Background: an optimization exercise with open tools, aiming at small area, a short achievable clock period and few clock cycles per item. Do not read the settings as production practice.
The RTL was checked by simulation tests, not by an equivalence proof against the original design.

--- flow/run.sh ---
#!/bin/bash
# synth_recipe.tcl (not shown) runs the flow's synth.tcl, then flattens the netlist and writes it again
# the make line also repeats each setting of config.mk as NAME=value (left out here)
make -C /OpenROAD-flow-scripts/flow DESIGN_CONFIG=/design/flow/config.mk WORK_HOME=/design/flow/orfs CLKGATE_MAP_FILE= SYNTH_SCRIPT=/design/flow/synth_recipe.tcl finish
--- flow/config.mk ---
export PLATFORM = sky130hd
export DESIGN_NAME = vehicle_arc_pose_integrator
export DESIGN_NICKNAME = vehicle_arc_pose_integrator
export VERILOG_FILES = /design/flow/design.v
export SDC_FILE = /design/flow/constraint.sdc
export NUM_CORES = 4
export LEC_CHECK = 0
export CAP_MARGIN = 20
export CORE_MARGIN = 2
export CORE_UTILIZATION = 40
export SLEW_MARGIN = 20
--- flow/constraint.sdc ---
create_clock -name core_clock -period 13.5 [get_ports {clk}]
set_input_delay 2.7000 -clock core_clock [delete_from_list [all_inputs] [get_ports {clk}]]
set_output_delay 2.7000 -clock core_clock [all_outputs]
set_load 0.01 [all_outputs]
--- flow/design.v ---
package vapi_pkg;
  localparam int CordicSteps = 24;
  localparam int StepW = $clog2(CordicSteps + 1);
  localparam logic signed [31:0] CordicGainQ30 = 32'sd652032874;
  localparam logic [31:0] InvTwoPiQ32 = 32'd683565276;
  localparam logic [15:0] MinTurnRadiusReset = 16'd914;
  typedef enum logic [1:0] {
    CMD_MOVE  = 2'd0,
    CMD_STEER = 2'd1,
    CMD_LOAD  = 2'd2,
    CMD_NONE  = 2'd3
  } cmd_t;
  function automatic logic [31:0] atan_bam(input logic [4:0] i);
    logic [31:0] r;
    unique case (i)
      5'd0: r = 32'h20000000;  5'd1: r = 32'h12E4051E;  5'd2: r = 32'h09FB385B;
      5'd3: r = 32'h051111D4;  5'd4: r = 32'h028B0D43;  5'd5: r = 32'h0145D7E1;
      5'd6: r = 32'h00A2F61E;  5'd7: r = 32'h00517C55;  5'd8: r = 32'h0028BE53;
      5'd9: r = 32'h00145F2F;  5'd10: r = 32'h000A2F98; 5'd11: r = 32'h000517CC;
      5'd12: r = 32'h00028BE6; 5'd13: r = 32'h000145F3; 5'd14: r = 32'h0000A2FA;
      5'd15: r = 32'h0000517D; 5'd16: r = 32'h000028BE; 5'd17: r = 32'h0000145F;
      5'd18: r = 32'h00000A30; 5'd19: r = 32'h00000518; 5'd20: r = 32'h0000028C;
      5'd21: r = 32'h00000146; 5'd22: r = 32'h000000A3; 5'd23: r = 32'h00000051;
      5'd24: r = 32'h00000029; 5'd25: r = 32'h00000014; 5'd26: r = 32'h0000000A;
      5'd27: r = 32'h00000005; 5'd28: r = 32'h00000003; 5'd29: r = 32'h00000001;
      5'd30: r = 32'h00000001; default: r = 32'h00000000;
    endcase
    atan_bam = r;
  endfunction
endpackage
module vehicle_arc_pose_integrator (
  input  logic         clk,
  input  logic         rst,
  input  logic         cfg_we,
  input  logic [15:0]  cfg_wdata,
  input  logic         s_tvalid,
  output logic         s_tready,
  input  logic [151:0] s_tdata,
  output logic         m_tvalid,
  input  logic         m_tready,
  output logic [143:0] m_tdata
);
  typedef enum logic [2:0] {
    S_IDLE, S_DMUL, S_DFIN, S_ST0, S_DIV, S_TURN, S_MUL, S_ADD
  } state_t;
  state_t state;
  logic [15:0] min_turn_radius;
  logic signed [31:0] x_position, y_position, r_reg;
  logic [31:0] heading_angle;
  logic signed [15:0] steer_amount;
  logic arc, steer_mode, qneg, sgn_d;
  logic signed [31:0] c0x, c0y;
  logic c0f;
  logic signed [31:0] cx, cy, cz;
  logic cflip, cbusy, cbg;
  logic [4:0] ci;
  logic [30:0] rem;
  logic [22:0] dvd;
  logic [5:0] dcnt;
  logic skipping;
  logic [63:0] hacc;
  logic signed [31:0] mop;
  logic mprev;
  logic signed [34:0] acc_a, acc_b;
  logic [1:0] lo_a, lo_b;
  logic [3:0] mcnt;
  logic neg_a, neg_b;
  assign s_tready = (state == S_IDLE) && !m_tvalid;
  assign m_tdata = {r_reg, steer_amount, heading_angle, y_position, x_position};
  function automatic logic fold_flip(input logic [31:0] h);
    fold_flip = (h[31:30] == 2'b10) || ((h[31:30] == 2'b01) && (h[29:0] != 30'd0));
  endfunction
  function automatic logic [31:0] fold_z(input logic [31:0] h);
    fold_z = fold_flip(h) ? {~h[31], h[30:0]} : h;
  endfunction
  function automatic logic signed [31:0] sat32(input logic signed [37:0] v);
    if (v > 38'sd2147483647) sat32 = 32'sh7fffffff;
    else if (v < -38'sd2147483648) sat32 = 32'sh80000000;
    else sat32 = v[31:0];
  endfunction
  function automatic logic [36:0] bpp(input logic signed [32:0] a, input logic [2:0] b,
                                      input logic flip);
    logic one, two, neg;
    logic signed [36:0] v;
    one = b[1] ^ b[0];
    two = (b[2] & ~b[1] & ~b[0]) | (~b[2] & b[1] & b[0]);
    neg = b[2] ^ flip;
    v = one ? 37'(a) : two ? 37'(a) <<< 1 : 37'sd0;
    bpp = v ^ {37{neg}};
  endfunction
  function automatic logic bneg(input logic [2:0] b, input logic flip);
    bneg = (b[2] ^ flip);
  endfunction
  logic signed [31:0] xs, ys, atv;
  logic signed [31:0] cx_n, cy_n, cz_n;
  always_comb begin
    xs = cx >>> ci;
    ys = cy >>> ci;
    atv = $signed(vapi_pkg::atan_bam(ci));
    if (!cz[31]) begin
      cx_n = cx - ys; cy_n = cy + xs; cz_n = cz - atv;
    end else begin
      cx_n = cx + ys; cy_n = cy - xs; cz_n = cz + atv;
    end
  end
  logic signed [31:0] dsel;
  logic [31:0] dx;
  logic use8;
  logic [32:0] trial;
  always_comb begin
    dsel = steer_mode ? mop : r_reg;
    use8 = skipping && (dcnt >= 6'd9) && (rem[30:24] == 7'd0);
    dx = use8 ? {rem[23:0], dvd[22:15]} : {rem, dvd[22]};
    trial = {1'b0, dx} + (dsel[31] ? {dsel[31], dsel} : ~{dsel[31], dsel}) + {32'd0, ~dsel[31]};
  end
  logic signed [32:0] ma, mb;
  logic [2:0] bd0, bd1;
  logic e01;
  logic signed [36:0] sum_a, sum_b;
  always_comb begin
    e01 = c0f ^ cflip;
    if (state == S_DMUL) begin
      ma = $signed({1'b0, rem[15:0], 16'd0});
    end else if (arc) begin
      ma = e01 ? 33'(cy) + 33'(c0y) : 33'(cy) - 33'(c0y);
    end else begin
      ma = 33'(c0x);
    end
    if (arc) mb = e01 ? 33'(cx) + 33'(c0x) : 33'(cx) - 33'(c0x);
    else mb = 33'(c0y);
    bd0 = {mop[1:0], mprev};
    bd1 = mop[3:1];
    sum_a = 37'(acc_a) + $signed(bpp(ma, bd0, neg_a)) + ($signed(bpp(ma, bd1, neg_a)) <<< 2)
          + 37'(bneg(bd0, neg_a)) + (37'(bneg(bd1, neg_a)) << 2);
    sum_b = 37'(acc_b) + $signed(bpp(mb, bd0, neg_b)) + ($signed(bpp(mb, bd1, neg_b)) <<< 2)
          + 37'(bneg(bd0, neg_b)) + (37'(bneg(bd1, neg_b)) << 2);
  end
  logic signed [36:0] dpa, dpb;
  logic signed [31:0] x_upd, y_upd;
  always_comb begin
    dpa = arc ? $signed({acc_a, lo_a}) : 37'(acc_a >>> 6);
    dpb = arc ? $signed({acc_b, lo_b}) : 37'(acc_b >>> 6);
    x_upd = sat32(38'(x_position) + 38'(dpa));
    y_upd = sat32(38'(y_position) + 38'(dpb));
  end
  logic [31:0] h_turn;
  assign h_turn = qneg ? heading_angle - hacc[63:32] : heading_angle + hacc[63:32];
  logic signed [15:0] sv_in;
  always_comb begin
    sv_in = $signed(s_tdata[17:2]);
    if (sv_in > 16'sd16384) sv_in = 16'sd16384;
    if (sv_in < -16'sd16384) sv_in = -16'sd16384;
  end
  logic signed [15:0] ovf_lim;
  assign ovf_lim = {9'd0, min_turn_radius[15:9]};
  always_ff @(posedge clk) begin
    if (rst) begin
      state <= S_IDLE; m_tvalid <= 1'b0; min_turn_radius <= vapi_pkg::MinTurnRadiusReset;
      x_position <= '0; y_position <= '0; heading_angle <= '0;
      steer_amount <= '0; r_reg <= '0;
      c0x <= 32'sd1073741826; c0y <= -32'sd76; c0f <= 1'b0;
      cbusy <= 1'b0;
    end else begin
      if (cfg_we) min_turn_radius <= cfg_wdata;
      if (m_tvalid && m_tready) m_tvalid <= 1'b0;
      if (cbusy) begin
        cx <= cx_n; cy <= cy_n; cz <= cz_n;
        ci <= ci + 5'd1;
        if (ci == 5'(vapi_pkg::CordicSteps - 1)) begin
          cbusy <= 1'b0;
          if (cbg) begin
            c0x <= cx_n; c0y <= cy_n; c0f <= cflip;
          end
        end
      end
      unique case (state)
        S_IDLE: if (s_tvalid && s_tready) begin
          unique case (s_tdata[1:0])
            2'd1: begin   
              mop <= 32'(sv_in);
              steer_mode <= 1'b1;
              state <= S_ST0;
            end
            2'd0: begin   
              mop <= 32'($signed(s_tdata[33:18]));
              mprev <= 1'b0;
              rem <= 31'(s_tdata[49:34]);
              sgn_d <= s_tdata[33];
              neg_a <= s_tdata[33];
              acc_a <= '0;
              mcnt <= 4'd3;
              steer_mode <= 1'b0;
              arc <= (steer_amount != 0) && (r_reg != 0);
              state <= S_DMUL;
            end
            2'd2: begin   
              x_position <= $signed(s_tdata[81:50]);
              y_position <= $signed(s_tdata[113:82]);
              heading_angle <= s_tdata[145:114];
              m_tvalid <= 1'b1;
              cx <= vapi_pkg::CordicGainQ30; cy <= '0; ci <= '0;
              cz <= fold_z(s_tdata[145:114]); cflip <= fold_flip(s_tdata[145:114]);
              cbusy <= 1'b1; cbg <= 1'b1;
            end
            default: m_tvalid <= 1'b1;
          endcase
        end
        S_ST0: begin
          if (mop == 0) begin
            steer_amount <= '0; r_reg <= '0; m_tvalid <= 1'b1; state <= S_IDLE;
          end else if (($signed(mop[15:0]) <= ovf_lim) && ($signed(mop[15:0]) >= -ovf_lim)) begin
            steer_amount <= mop[15:0];
            r_reg <= mop[31] ? 32'sh80000000 : 32'sh7fffffff;
            m_tvalid <= 1'b1; state <= S_IDLE;
          end else begin
            rem <= 31'(min_turn_radius[15:9]);
            dvd <= {min_turn_radius[8:0], 14'd0};
            dcnt <= 6'd31; hacc <= '0; skipping <= 1'b1;
            qneg <= mop[31];
            state <= S_DIV;
          end
        end
        S_DMUL: begin
          acc_a <= 35'(sum_a >>> 4);
          mop <= mop >>> 4; mprev <= mop[3];
          mcnt <= mcnt - 4'd1;
          if (mcnt == 4'd0) state <= S_DFIN;
        end
        S_DFIN: begin
          if (arc) begin
            rem <= 31'(acc_a[30:23]);
            dvd <= acc_a[22:0];
            dcnt <= 6'd47; hacc <= '0; skipping <= 1'b1;
            qneg <= sgn_d ^ r_reg[31];
            state <= S_DIV;
          end else if (!cbusy) begin
            mop <= acc_a[31:0]; mprev <= 1'b0;
            neg_a <= sgn_d ^ c0f; neg_b <= sgn_d ^ c0f;
            acc_a <= '0; acc_b <= '0; mcnt <= 4'd7;
            state <= S_MUL;
          end
        end
        S_DIV: begin
          if (use8) begin
            if (trial[32]) begin
              rem <= {rem[22:0], dvd[22:15]};
              dvd <= {dvd[14:0], 8'd0};
              dcnt <= dcnt - 6'd8;
            end else begin
              skipping <= 1'b0;
            end
          end else begin
            dvd <= {dvd[21:0], 1'b0};
            dcnt <= dcnt - 6'd1;
            skipping <= 1'b0;
            if (!trial[32]) begin
              rem <= trial[30:0];
              hacc <= {hacc[62:0], 1'b0} + (steer_mode ? (qneg ? 64'hFFFFFFFF : 64'd1)
                                                        : 64'(vapi_pkg::InvTwoPiQ32));
            end else begin
              rem <= dx[30:0];
              hacc <= {hacc[62:0], 1'b0};
            end
            if (dcnt == 6'd1) state <= S_TURN;
          end
        end
        S_TURN: begin
          if (steer_mode) begin
            steer_amount <= mop[15:0];
            r_reg <= hacc[31:0];
            m_tvalid <= 1'b1; state <= S_IDLE;
          end else if (!cbusy) begin
            heading_angle <= h_turn;
            cx <= vapi_pkg::CordicGainQ30; cy <= '0; ci <= '0;
            cz <= fold_z(h_turn); cflip <= fold_flip(h_turn);
            cbusy <= 1'b1; cbg <= 1'b0;
            mop <= r_reg; mprev <= 1'b0;
            neg_a <= fold_flip(h_turn); neg_b <= !fold_flip(h_turn);
            acc_a <= '0; acc_b <= '0; mcnt <= 4'd7;
            state <= S_MUL;
          end
        end
        S_MUL: begin
          if (!cbusy) begin
            acc_a <= 35'(sum_a >>> 4); lo_a <= sum_a[3:2];
            acc_b <= 35'(sum_b >>> 4); lo_b <= sum_b[3:2];
            mop <= mop >>> 4; mprev <= mop[3];
            mcnt <= mcnt - 4'd1;
            if (mcnt == 4'd0) state <= S_ADD;
          end
        end
        S_ADD: begin
          x_position <= x_upd;
          y_position <= y_upd;
          if (arc) begin
            c0x <= cx; c0y <= cy; c0f <= cflip;
          end
          m_tvalid <= 1'b1; state <= S_IDLE;
        end
        default: state <= S_IDLE;
      endcase
    end
  end
endmodule
==> flow_metrics.env <==
export IMPL_status="no timing/DRC/antenna violations"
export IMPL_placed_area_mm2=0.0690
export IMPL_largest_register="hacc"
export IMPL_track_usage_pct=28.2
export IMPL_grt_pass1_vias=58000
export IMPL_maxCapViolCount=0
export IMPL_slew_violations=0
export IMPL_overflow=0
export IMPL_io_buffers=312
export IMPL_slowest_delay_ps=590
export IMPL_crit_type="reg2reg"
export IMPL_synth_cells=7811
export IMPL_min_path_type="reg2reg"
export IMPL_final_hold_viol_count=0
export IMPL_postCtsHoldBufs=0
export IMPL_synth_area_mm2=0.0638
export IMPL_path_max_fanout=6
export IMPL_max_clock_path_buffers=3
export IMPL_syn_mean_instance_area_um2=8.17
export IMPL_clock_sinks=601
export IMPL_yosys_register_bits=601
export IMPL_synth_distinct_cells=112
export IMPL_fillers=15600
export IMPL_regArea_mm2=0.0154
export IMPL_arrival_ps=9310
export IMPL_reg_top3="hacc x64, acc_a x33, acc_b x33"
export IMPL_ys_top_cells_by_area="edfxtp_1 (16%), ha_1 (10%), dfxtp_1 (8.2%), xnor2_1 (5.8%), nand2_1 (5.5%)"
export IMPL_fin_cells=10000
export IMPL_drc=0
export IMPL_yosysTopAreaCell="edfxtp_1"
export IMPL_worstPathRequired_ps=13940
export IMPL_avgViaCountPerCell=6.14
export IMPL_wl_per_cell_um=23.8
export IMPL_tightestPinTransition_ps=1220
export IMPL_clock_latency_ps=730
export IMPL_synth_edf_count=341
export IMPL_io_pins=319
export IMPL_layout_drive_gt1_share_pct=6.27
export IMPL_clk_pin_slew_ps=60
export IMPL_die_h_um=403
export IMPL_layout_nets=8638
export IMPL_synth_async_reset_ratio_pct=0
export IMPL_cts_max_level=3
export IMPL_cts_inserted_buffers=82
export IMPL_ant_nets=0
export IMPL_wl_um=238000
export IMPL_critPathSlowestCell="a211oi_1"
export IMPL_crit_path_start_kind="flop"
export IMPL_end_kind="flop"
export IMPL_period_share_pct=65.7
export IMPL_hpwl_um=179000
export IMPL_grt_pass1_wl_um=359000
export IMPL_syn_num_nets=8575
export IMPL_rsz0062_at_grt="no"
export IMPL_cts_setup_buffers=0
export IMPL_synth_seq_area_share_pct=24.2
export IMPL_postLayoutCellArea_mm2=0.0717
export IMPL_largest_register_ffs=64
export IMPL_skew_ps=62.8
export IMPL_setup_violations_final=0
export IMPL_antenna_found_initial=7
export IMPL_core_mm2=0.158
export IMPL_synthToLayoutAreaGrowth_pct=12.3
export IMPL_fin_crit_ps=8870
export IMPL_synth_top_area_share_pct=16.0
export IMPL_synth_main_ff_cell="edfxtp_1"
export IMPL_dieArea_mm2=0.163
export IMPL_drt_initial_drc_count=6362
export IMPL_synth_warnings=1
export IMPL_dp_cells=9862
export IMPL_initial_utilization_pct=40.3
export IMPL_post_cts_resized=0
export IMPL_ff2ff_setup_slack_ps=4630
export IMPL_max_clock_freq_mhz=113
export IMPL_routabilityCongestion=0.971
export IMPL_relSlewSlack_pct=18.2
export IMPL_grt_max_degree=82
export IMPL_multiInputGateArea_mm2=0.0458
export IMPL_clock_tree_root_cell="clkbuf_16"
export IMPL_finalSetupTns_ps=0
export IMPL_dr_pass1_iters=8
export IMPL_vias=61500
export IMPL_timing_hold_ws_ps=502
export IMPL_die_width_um=403
export IMPL_rows=146
export IMPL_cts_tree="done"
-- final cells by class --
| type | instances | share of cell area, % |
|---|---|---|
| multi-input cells | 6470 | 63.9 |
| repair buffers | 435 | 5.65 |
| flip-flops and latches | 601 | 21.5 |
| clock buffers | 107 | 3.11 |
| clock inverters | 44 | 0.695 |
| inverters | 284 | 1.49 |
| diodes | 2 | 0.00698 |
| well taps | 2072 | 3.62 |
-- critical path, delay by kind of cell, from the launching register on --
kind	cells	cell delay, ps
adders and majority gates	4	1510
xor gates and xnor gates	4	660
muxes	1	360
AOI/OAI and AO/OA	15	4300
buffers and inverters	1	40
and+or+nand+nor	5	1350
DFF	1	370
-- cell usage after synthesis, types with 141 or more instances --
cell type	number
ha_1	509
nand2_1	930
dfxtp_1	260
xnor2_1	426
o21ai_0	448
inv_1	274
a21oi_1	677
nor2_1	664
edfxtp_1	341
mux2i_1	241
nor3_1	145
a21o_1	267
xor2_1	275
clkbuf_1	360
nand3_1	141
-- worst paths after layout --
kind / endpoint / cells after the start / startpoint
min: y_position[12] / 2 / y_position[12]
min reg2reg: y_position[12] / 2 / y_position[12]
max reg2reg: acc_b[29] / 30 / c0x[2]
max: acc_b[29] / 30 / c0x[2]
-- through the flow --
step           setup WS, ps  utilization [%]
3_3_place_gp           4730             43.5
5_1_grt                4110             45.3
6_report               4630             45.3
3_5_place_dp           4720             43.5
2_1_floorplan          4790                -
4_1_cts                4730             45.3
-- layout by cell type (no fill, tap or decap), types with 61 or more instances in the layout --
cell	n
mux4_2	75
a311oi_1	79
ha_1	507
o21a_1	74
xnor2_1	420
clkbuf_16	84
o22ai_1	99
nor3_1	143
a221oi_1	97
mux2i_1	241
nand3_1	140
a31oi_1	84
o21ai_0	447
xor2_1	271
nor2_1	660
a21o_1	267
edfxtp_1	341
fa_1	82
nand2_1	926
dfxtp_1	258
clkdlybuf4s50_1	311
nand4_1	61
a211oi_1	88
nand2b_1	71
a22oi_1	70
nor2b_1	72
buf_4	122
inv_1	274
a21oi_1	675
-- kinds of logic after synthesis --
kind of cell / Yosys count / share of synthesized area [%]
DFF: 601 / 24.2
buffers and inverters: 740 / 4.48
muxes: 374 / 7.49
xor gates and xnor gates: 702 / 9.64
and+or+nand+nor: 2393 / 17.0
AOI/OAI and AO/OA: 2410 / 24.6
adders and majority gates: 591 / 12.5
-- metal layers --
metal | global-route usage (%) | routed length (um) | vias up
li1 | - | - | 28900
met2 | 44.7 | 107000 | 2376
met1 | 38.5 | 103000 | 29700
met5 | 0 | 13 | -
met3 | 4.40 | 17800 | 456
met4 | 11.0 | 10100 | 2
Testbench counts, summed over its fixed seeds: cycles 475,494, items 9,600.

afterwards: timing with drivers on the ports:
The results above use ideal ports. As a check the final layout listed here was re-extracted and re-timed, cells and wires unchanged. Step 1, drivers: a clkbuf_16 drives clk and a buf_2 each remaining input, both assumed. Step 2 also shifts input and output timing later by t, the mid clock arrival at the registers, as if the neighbouring blocks saw the same clock. a / b / c = no drivers / after step 1 / after step 2; a / b = the first two.
t (ns): 0.781
setup WS [ns]: 4.626 / 4.626 / 4.626
latest minus earliest clock arrival (ns): 0.066 / 0.066
worst slew at a driven data input, ns: 0.14
cell pins on the clock port's net: 1
After both steps setup and hold are still met in this run. The setup slack of this run moves by 0.000 ns with the drivers and by 0.000 ns with both steps.
